This design comes from an exercise in tuning for small area and a short achievable clock period on the open sky130 flow, not from production work. In this exercise RTL edits were held to simulation tests only and were not proved equivalent to the original. No activity file was given, so power comes from the tool's default toggle rates.

== alpha ==
## boot_rom
module boot_rom (
  input  logic             clk,
  input  logic             rst_n,
  input  logic             clken,
  input  imem_pkg::iaddr_t fetch_addr,
  output imem_pkg::instr_t instruction,
  output logic             ready,
  input  logic             spi_miso,
  output logic             spi_cs,
  output logic             spi_sclk,
  output logic             spi_mosi
);
Size in the first run: roughly 1,100 flip-flops, roughly 30 I/O pins.
export LEC_CHECK = 0
export CAP_MARGIN = 20
export CORE_MARGIN = 2
export CORE_UTILIZATION = 65
export CTS_CLUSTER_DIAMETER = 100
export CTS_CLUSTER_SIZE = 30
export SETUP_SLACK_MARGIN = 3.0
export SLEW_MARGIN = 20
export SYNTH_HIERARCHICAL = 1
export TNS_END_PERCENT = 10
create_clock -name core_clock -period 4.0 [get_ports {clk}]
run.sh (not shown) runs the stock make flow with config.mk's settings and CLKGATE_MAP_FILE= SYNTH_SCRIPT=/design/flow/synth_recipe.tcl, a recipe that flattens the netlist after the stock synthesis.
alpha went all the way through the flow, and no timing, DRC or antenna check failed.
Testbench counts of alpha, summed over its fixed seeds: boot cycles 51,816.
The inputs of beta differ from those of alpha as listed below.
- SETUP_SLACK_MARGIN: 3.0 -> 1.6
- PLACE_DENSITY: unset -> 0.75
==> summary.txt <==
Taking alpha as the reference point, the routed via count of beta falls by 677. Critical path depth: alpha and beta compared, lower one is beta. alpha → beta: post-cts repair resize count went down by 83%, met2 track demand over resource in global routing went down by 3.3 points, area overhead of the layout relative to synthesis went down by 5.4 points, final cycle utilization of the critical path went up by 4.3 points. alpha tops out at a higher clock frequency than beta. In beta, total power is lower than in alpha. The lower total clock network power of alpha and beta is in alpha. Final critical-path setup slack on beta is behind alpha.
The following lists how gamma was set up differently from beta:
- changing SETUP_SLACK_MARGIN from 1.6 to 1.9
- Comparing gamma against beta, there is no change at all in count of buffer and inverter cells on the critical path.
- Between gamma and beta, the met2 routed wirelength is higher for gamma.
- Register-to-register slack: gamma better than beta
> inputs changed (gamma -> delta)
- SETUP_SLACK_MARGIN now 2.0, was 1.9
- PLACE_DENSITY no longer set, was 0.75
## What came out
delta completed every stage of the flow, and the final layout passed the timing, DRC and antenna checks. When delta is set beside gamma, its count of plain and timing-repair buffers in the layout turns out to be 13% larger. delta has total of clock buffers placed in the layout below what gamma had. delta vs. gamma: footprint of the multi-input gates higher; wire length lower; power lower; global-route wire length before repair lower.
Here is what was changed in the inputs of epsilon compared with delta.
- an added PLACE_DENSITY of 0.75
- a change of CORE_UTILIZATION from 65 to 70
epsilon vs delta — count of plain and timing-repair buffers dropped by more than 10%. Cell area after placement: epsilon and delta compared, lower one is epsilon. Number of post-CTS setup repair buffers was lower in epsilon than in delta. When epsilon is measured against delta, its starting density of the core turns out 5.3 points higher. Compared with delta, epsilon shows a share of the cycle needed by the critical path after routing that is 1.6 points higher. Going from delta to epsilon, sequential share of layout area grows by 1.4 points. Against delta as the reference, epsilon delivers a lower data-path buffer share of cell area in the final layout. Diff delta -> epsilon: detailed router's first-iteration violation count -10%; net switching fraction of the power went down 0.31 points; final worst setup slack fell 0.066 ns. Sort epsilon and delta by minimum clock period desc -> top: epsilon.

---

boot_rom, a different RTL version from the one above (not shown whole).
Size in the first run: about 2100 cells after synthesis, about 1100 flip-flops, roughly 30 I/O pins, about 29000 um2 of cells after synthesis.
make LEC_CHECK=0 CAP_MARGIN=20 CORE_MARGIN=2 CORE_UTILIZATION=75 CTS_CLUSTER_DIAMETER=100 CTS_CLUSTER_SIZE=30 SETUP_SLACK_MARGIN=2.0 SLEW_MARGIN=20 SYNTH_HIERARCHICAL=1 TNS_END_PERCENT=10 finish   # period 4.0 ns
The starting point completed without violations.
Testbench counts at the start, summed over its fixed seeds: boot cycles 51,816.
Rerun with:
CORE_UTILIZATION = 65   (was 75)
Result: Power went down by 0.70%; global-route usage fell by 6.4 points; design area falls by 0.44%; critical path depth decreases by 1.
Rerun with:
TNS_END_PERCENT = unset   (was 10)
Worst hold slack gets better by 4.4 ps.
Final area goes up by a few percent.
Maximum frequency goes down slightly.
Wire length increases by a little under a tenth.
Core utilization rose by 1.9 points.
Synthesized area does not change.
Worst setup slack gets worse by 40 ps.
Total power rises slightly.
Global-route usage grows by 1.7 points.
Non-clock buffer count rises by 36.

---

## run A
The RTL this note starts from:
==> flow/design.v <==
`default_nettype none
package flash_pkg;
  localparam logic [7:0] FLASH_OP_READ = 8'h03;
  typedef struct packed {
    logic [7:0]  opcode;
    logic [23:0] addr;       
  } flash_cmd_fields_t;
  typedef union packed {
    flash_cmd_fields_t f;
    logic [3:0][7:0]   bytes;
  } flash_cmd_u;
  typedef enum logic [2:0] {
    CMD,
    ADDR_HI,
    ADDR_MID,
    ADDR_LO,
    DUMMY,
    DATA_HI,
    DATA_LO
  } reader_phase_e;
endpackage
`default_nettype wire
`default_nettype none
package imem_pkg;
  localparam int INSTR_W = 16;
  typedef logic [INSTR_W-1:0] instr_t;
  typedef logic [6-1:0] iaddr_t;
endpackage
`default_nettype wire
`default_nettype none
`timescale 1ns/1ps
module spi_flash_reader (
  input  logic       clk,
  input  logic       rst_n,
  input  logic       clken,
  output logic       ins,        
  output logic [3:0] bit_j,      
  output logic       ready,
  output logic       spi_cs,
  output logic       spi_sclk,
  output logic       spi_mosi,
  input  logic       spi_miso
);
  localparam logic [10:0] HDR_START = 11'd2008;
  localparam logic [10:0] LAST_BIT  = 11'd1023;
  localparam logic [5:0]  WAIT0     = 6'd47;
  logic [10:0] q;
  logic        got;        
  logic        last;       
  logic [5:0]  wait_n;     
  logic        fall;
  logic        done;
  logic        data_fall;
  logic        active;
  logic        mosi_next;
  logic        got_n;
  logic [10:0] q_n;
  logic [5:0]  wait_nn;
  assign bit_j  = q[3:0];
  assign active = !ready && !spi_cs;
  assign done      = clken && active && last && (got || ins);
  assign fall      = clken && active && spi_sclk && (q[10] || ((got || ins) && !last));
  assign data_fall = fall && !q[10];
  assign mosi_next = (q == HDR_START + 11'd5) || (q == HDR_START + 11'd6) ||
                     (q == HDR_START + 11'd10);
  assign q_n     = fall ? q + 11'd1 : q;
  assign got_n   = !fall && (got || ins);
  assign wait_nn = !data_fall ? wait_n + 6'd1 :
                   ((q[4:0] == 5'h1f) ? wait_n - 6'd2 : wait_n - 6'd1);
  always_ff @(posedge clk) begin
    if (!rst_n) begin
      q        <= HDR_START;
      got      <= 1'b0;
      last     <= 1'b0;
      wait_n   <= WAIT0;
      ins      <= 1'b0;
      ready    <= 1'b0;
      spi_cs   <= 1'b1;
      spi_sclk <= 1'b1;
      spi_mosi <= 1'b0;
    end else begin
      q      <= q_n;
      got    <= got_n;
      wait_n <= wait_nn;
      if (fall) begin
        last <= (q == LAST_BIT - 11'd1);
      end
      ins <= !done && (active || (clken && spi_cs && !ready)) && !q_n[10] && !got_n &&
             (wait_nn == 6'd0);
      if (done) begin
        ready    <= 1'b1;
        spi_cs   <= 1'b1;
        spi_sclk <= 1'b1;
      end else if (clken && !ready) begin
        if (spi_cs) begin
          spi_cs   <= 1'b0;            
          spi_sclk <= 1'b0;
          spi_mosi <= 1'b0;
        end else if (!spi_sclk) begin
          spi_sclk <= 1'b1;
        end else if (fall) begin
          spi_sclk <= 1'b0;
          spi_mosi <= mosi_next;
        end
      end
    end
  end
endmodule
`default_nettype wire
`default_nettype none
`timescale 1ns/1ps
module imem_bank #(
  parameter int INS = 0
) (
  input  logic                    clk,
  input  logic                    ins,      
  input  logic                    din,
  input  logic [7:0]              sel_lo,   
  input  logic [7:0]              sel_hi,   
  input  logic                    hold,     
  output logic                    fbit      
);
  logic [64-1:0] ring;
  logic [7:0]                   grp;
  logic                         fbit_d;
  always_ff @(posedge clk) begin
    ring <= {ring[64-2:0], ring[64-1]};
    if (ins) begin
      ring[INS] <= din;
    end
  end
  for (genvar g = 0; g < 8; g++) begin : g_grp
    imem_andor8 u_grp (
      .sel (sel_lo),
      .d   (ring[8*g +: 8]),
      .y   (grp[g])
    );
  end
  imem_andor u_out (
    .sel (sel_hi),
    .d   (grp),
    .keep(hold),
    .q   (fbit),
    .y   (fbit_d)
  );
  always_ff @(posedge clk) begin
    fbit <= fbit_d;
  end
endmodule
module imem_andor8 (
  input  logic [7:0] sel,
  input  logic [7:0] d,
  output logic       y
);
  assign y = |(sel & d);
endmodule
module imem_andor (
  input  logic [7:0] sel,
  input  logic [7:0] d,
  input  logic       keep,
  input  logic       q,
  output logic       y
);
  assign y = |(sel & d) | (keep & q);
endmodule
`default_nettype wire
`default_nettype none
`timescale 1ns/1ps
module boot_rom (
  input  logic             clk,
  input  logic             rst_n,
  input  logic             clken,
  input  imem_pkg::iaddr_t fetch_addr,
  output imem_pkg::instr_t instruction,
  output logic             ready,
  input  logic             spi_miso,
  output logic             spi_cs,
  output logic             spi_sclk,
  output logic             spi_mosi
);
  localparam logic [5:0] PHASE0 = 6'd46;
  imem_pkg::iaddr_t phase, phase_n;
  logic [3:0]       dlo, dhi;
  logic [2:0]       a_lo, a_hi;
  logic [7:0]       sel_lo, sel_hi, hi0, late;
  logic             take;
  logic             hold;
  logic             ins;
  logic [3:0]       bit_j;
  assign a_lo = fetch_addr[3:1];
  assign a_hi = {fetch_addr[0], fetch_addr[5:4]};
  assign phase_n = !rst_n ? PHASE0 : phase + 6'd1;
  function automatic logic [3:0] diff_bits(input logic [2:0] p);
    diff_bits = {p[2] ^ (p[1:0] != 2'd3), p[2] ^ !p[1], p[2] ^ (p[1:0] == 2'd0), p[1] ^ !p[0]};
  endfunction
  always_ff @(posedge clk) begin
    phase <= phase_n;
    dlo   <= diff_bits(phase_n[2:0]);
    dhi   <= diff_bits(phase_n[5:3]);
    for (int x = 1; x < 8; x++) begin
      late[x] <= (3'(x) > phase_n[2:0]);    
    end
  end
  assign late[0] = 1'b0;
  imem_addr_dec u_dec (
    .a_lo  (a_lo),
    .a_hi  (a_hi),
    .phase (phase),
    .dlo   (dlo),
    .dhi   (dhi),
    .late  (late),
    .take  (take),
    .sel_lo(sel_lo),
    .sel_hi(sel_hi)
  );
  assign take = rst_n && clken && ready;
  assign hold = rst_n && !(clken && ready);
  spi_flash_reader u_reader (
    .clk     (clk),
    .rst_n   (rst_n),
    .clken   (clken),
    .ins     (ins),
    .bit_j   (bit_j),
    .ready   (ready),
    .spi_cs  (spi_cs),
    .spi_sclk(spi_sclk),
    .spi_mosi(spi_mosi),
    .spi_miso(spi_miso)
  );
  for (genvar b = 0; b < imem_pkg::INSTR_W; b++) begin : g_lane
    imem_bank #(.INS(2 * (imem_pkg::INSTR_W - 1 - b))) u_lane (
      .clk (clk),
      .ins (ins && (bit_j == 4'(imem_pkg::INSTR_W - 1 - b))),
      .din (spi_miso),
      .sel_lo(sel_lo),
      .sel_hi(sel_hi),
      .hold  (hold),
      .fbit  (instruction[b])
    );
  end
endmodule
module imem_addr_dec (
  input  logic [2:0] a_lo,
  input  logic [2:0] a_hi,
  input  logic [5:0] phase,
  input  logic [3:0] dlo,
  input  logic [3:0] dhi,
  input  logic [7:0] late,     
  input  logic       take,
  output logic [7:0] sel_lo,
  output logic [7:0] sel_hi
);
  logic [7:0] hi0, a_lo_hot;
  logic       borrow;
  function automatic logic [2:0] minus(input logic [2:0] p, input logic [3:0] d, input int x);
    logic b2;
    case (x % 4)
      0: b2 = p[2];
      1: b2 = d[1];
      2: b2 = d[2];
      default: b2 = d[3];
    endcase
    minus = {b2 ^ 1'((x / 4) % 2), ((x % 2) ? d[0] : p[1]) ^ 1'((x / 2) % 2), p[0] ^ 1'(x % 2)};
  endfunction
  always_comb begin
    for (int x = 0; x < 8; x++) begin
      sel_lo[x]   = (a_lo == minus(phase[2:0], dlo, x));    
      hi0[x]      = (a_hi == minus(phase[5:3], dhi, x));    
      a_lo_hot[x] = (a_lo == 3'(x));
    end
  end
  imem_andor8 u_borrow (
    .sel(a_lo_hot),
    .d  (late),
    .y  (borrow)
  );
  imem_hsel u_hsel (
    .hi0   (hi0),
    .borrow(borrow),
    .take  (take),
    .sel_hi(sel_hi)
  );
endmodule
module imem_hsel (
  input  logic [7:0] hi0,
  input  logic       borrow,
  input  logic       take,
  output logic [7:0] sel_hi
);
  logic take0, take1;
  assign take0 = take && !borrow;
  assign take1 = take && borrow;
  always_comb begin
    for (int g = 0; g < 8; g++) begin
      sel_hi[g] = (take0 && hi0[g]) || (take1 && hi0[(g + 1) % 8]);
    end
  end
endmodule
`default_nettype wire
Settings: LEC_CHECK=0, CAP_MARGIN=20, CORE_MARGIN=2, CORE_UTILIZATION=60, CTS_CLUSTER_DIAMETER=100, CTS_CLUSTER_SIZE=30, PLACE_DENSITY=0.75, SETUP_SLACK_MARGIN=2.0, SLEW_MARGIN=20, SYNTH_HIERARCHICAL=1, TNS_END_PERCENT=10; clock period 4.0 ns.
Run A reached the final stage; the timing, DRC and antenna checks on its layout passed.
Testbench counts of run A, summed over its fixed seeds: boot cycles 51,816.
Modified inputs, run B compared to run A
- changing SETUP_SLACK_MARGIN from 2.0 to 1.8
- changing CORE_UTILIZATION from 60 to 65
Notes after the runs:
- In summary, run B completed successfully, with a layout that passed the timing, DRC and antenna checks.
- From run A to run B the numbers moved as follows: finished layout cell area down 570 sq um; combinational power down about 10%; final instance count without filler cells down 56.
Changes in run C relative to run B:
- PLACE_DENSITY now 0.8, was 0.75
- SETUP_SLACK_MARGIN now 2.0, was 1.8
### Flow results
Changes observed in run C relative to run B: total power of the final layout climbed about 0.54%, clock network power share dropped 0.4 points, combinational group share of total power climbed 0.7 points. Run C vs run B — number of gates resized after CTS climbed by more than half. Run B has a lower aggregate routed wire length than run C. The data-path buffer share of cell area in the final layout reported for run C is greater than that of run B by 1.2 points. Run C vs run B: worst voltage drop across the vdd grid down by more than 10%. | die height | run B vs run C | ≈ equal |. Slew of the pin with the lowest slew margin is lower on run B. Higher first-pass iteration count of the detailed router was reported by run B, not run C. On worst reg2reg path depth, run C and run B are neck and neck. Run B reports its highest routed metal layer as met4 while run C reports met5.

port drivers added, routing unchanged:
Ports are ideal in the flow. The routed layouts listed here were re-timed in OpenROAD.
Step 1, drivers: a clkbuf_16 drives clk and a buf_2 each remaining input, both assumed.
Step 2 also shifts input and output timing later by t, the mid clock arrival at the registers, as if the neighbouring blocks saw the same clock.
a / b / c = no drivers / after step 1 / after step 2; a / b = the first two.
run	t (ns)	slack for setup (ns)	hold WS [ns]	worst setup path after step 2	latest minus earliest clock arrival (ns)
alpha	0.658	1.769 / 1.756 / 1.098	0.329 / 0.329 / 0.329	input to register	0.030 / 0.030
beta	0.650	1.599 / 1.543 / 1.071	0.329 / 0.329 / 0.329	input to register	0.040 / 0.040
gamma	0.652	1.655 / 1.600 / 1.144	0.327 / 0.327 / 0.327	input to register	0.040 / 0.040
delta	0.663	1.773 / 1.775 / 1.112	0.329 / 0.329 / 0.329	input to register	0.037 / 0.037
epsilon	0.659	1.707 / 1.727 / 1.068	0.327 / 0.327 / 0.327	input to register	0.033 / 0.033
the first run of note 2	0.653	1.610 / 1.610 / 1.002	0.331 / 0.331 / 0.331	input to register	0.037 / 0.037
the second run of note 2	0.664	1.726 / 1.739 / 1.097	0.328 / 0.328 / 0.328	input to register	0.036 / 0.036
the third run of note 2	0.661	1.686 / 1.707 / 1.060	0.332 / 0.332 / 0.332	input to register	0.042 / 0.042
run A	0.657	1.754 / 1.763 / 1.112	0.333 / 0.333 / 0.333	input to register	0.033 / 0.033
run B	0.650	1.629 / 1.574 / 1.104	0.328 / 0.328 / 0.328	input to register	0.042 / 0.042
run C	0.656	1.663 / 1.685 / 1.029	0.323 / 0.323 / 0.323	input to register	0.036 / 0.036
After both steps setup and hold are still met in every run listed. The setup slack of alpha, which loses most, moves by -0.013 ns with the drivers and by -0.671 ns with both steps.
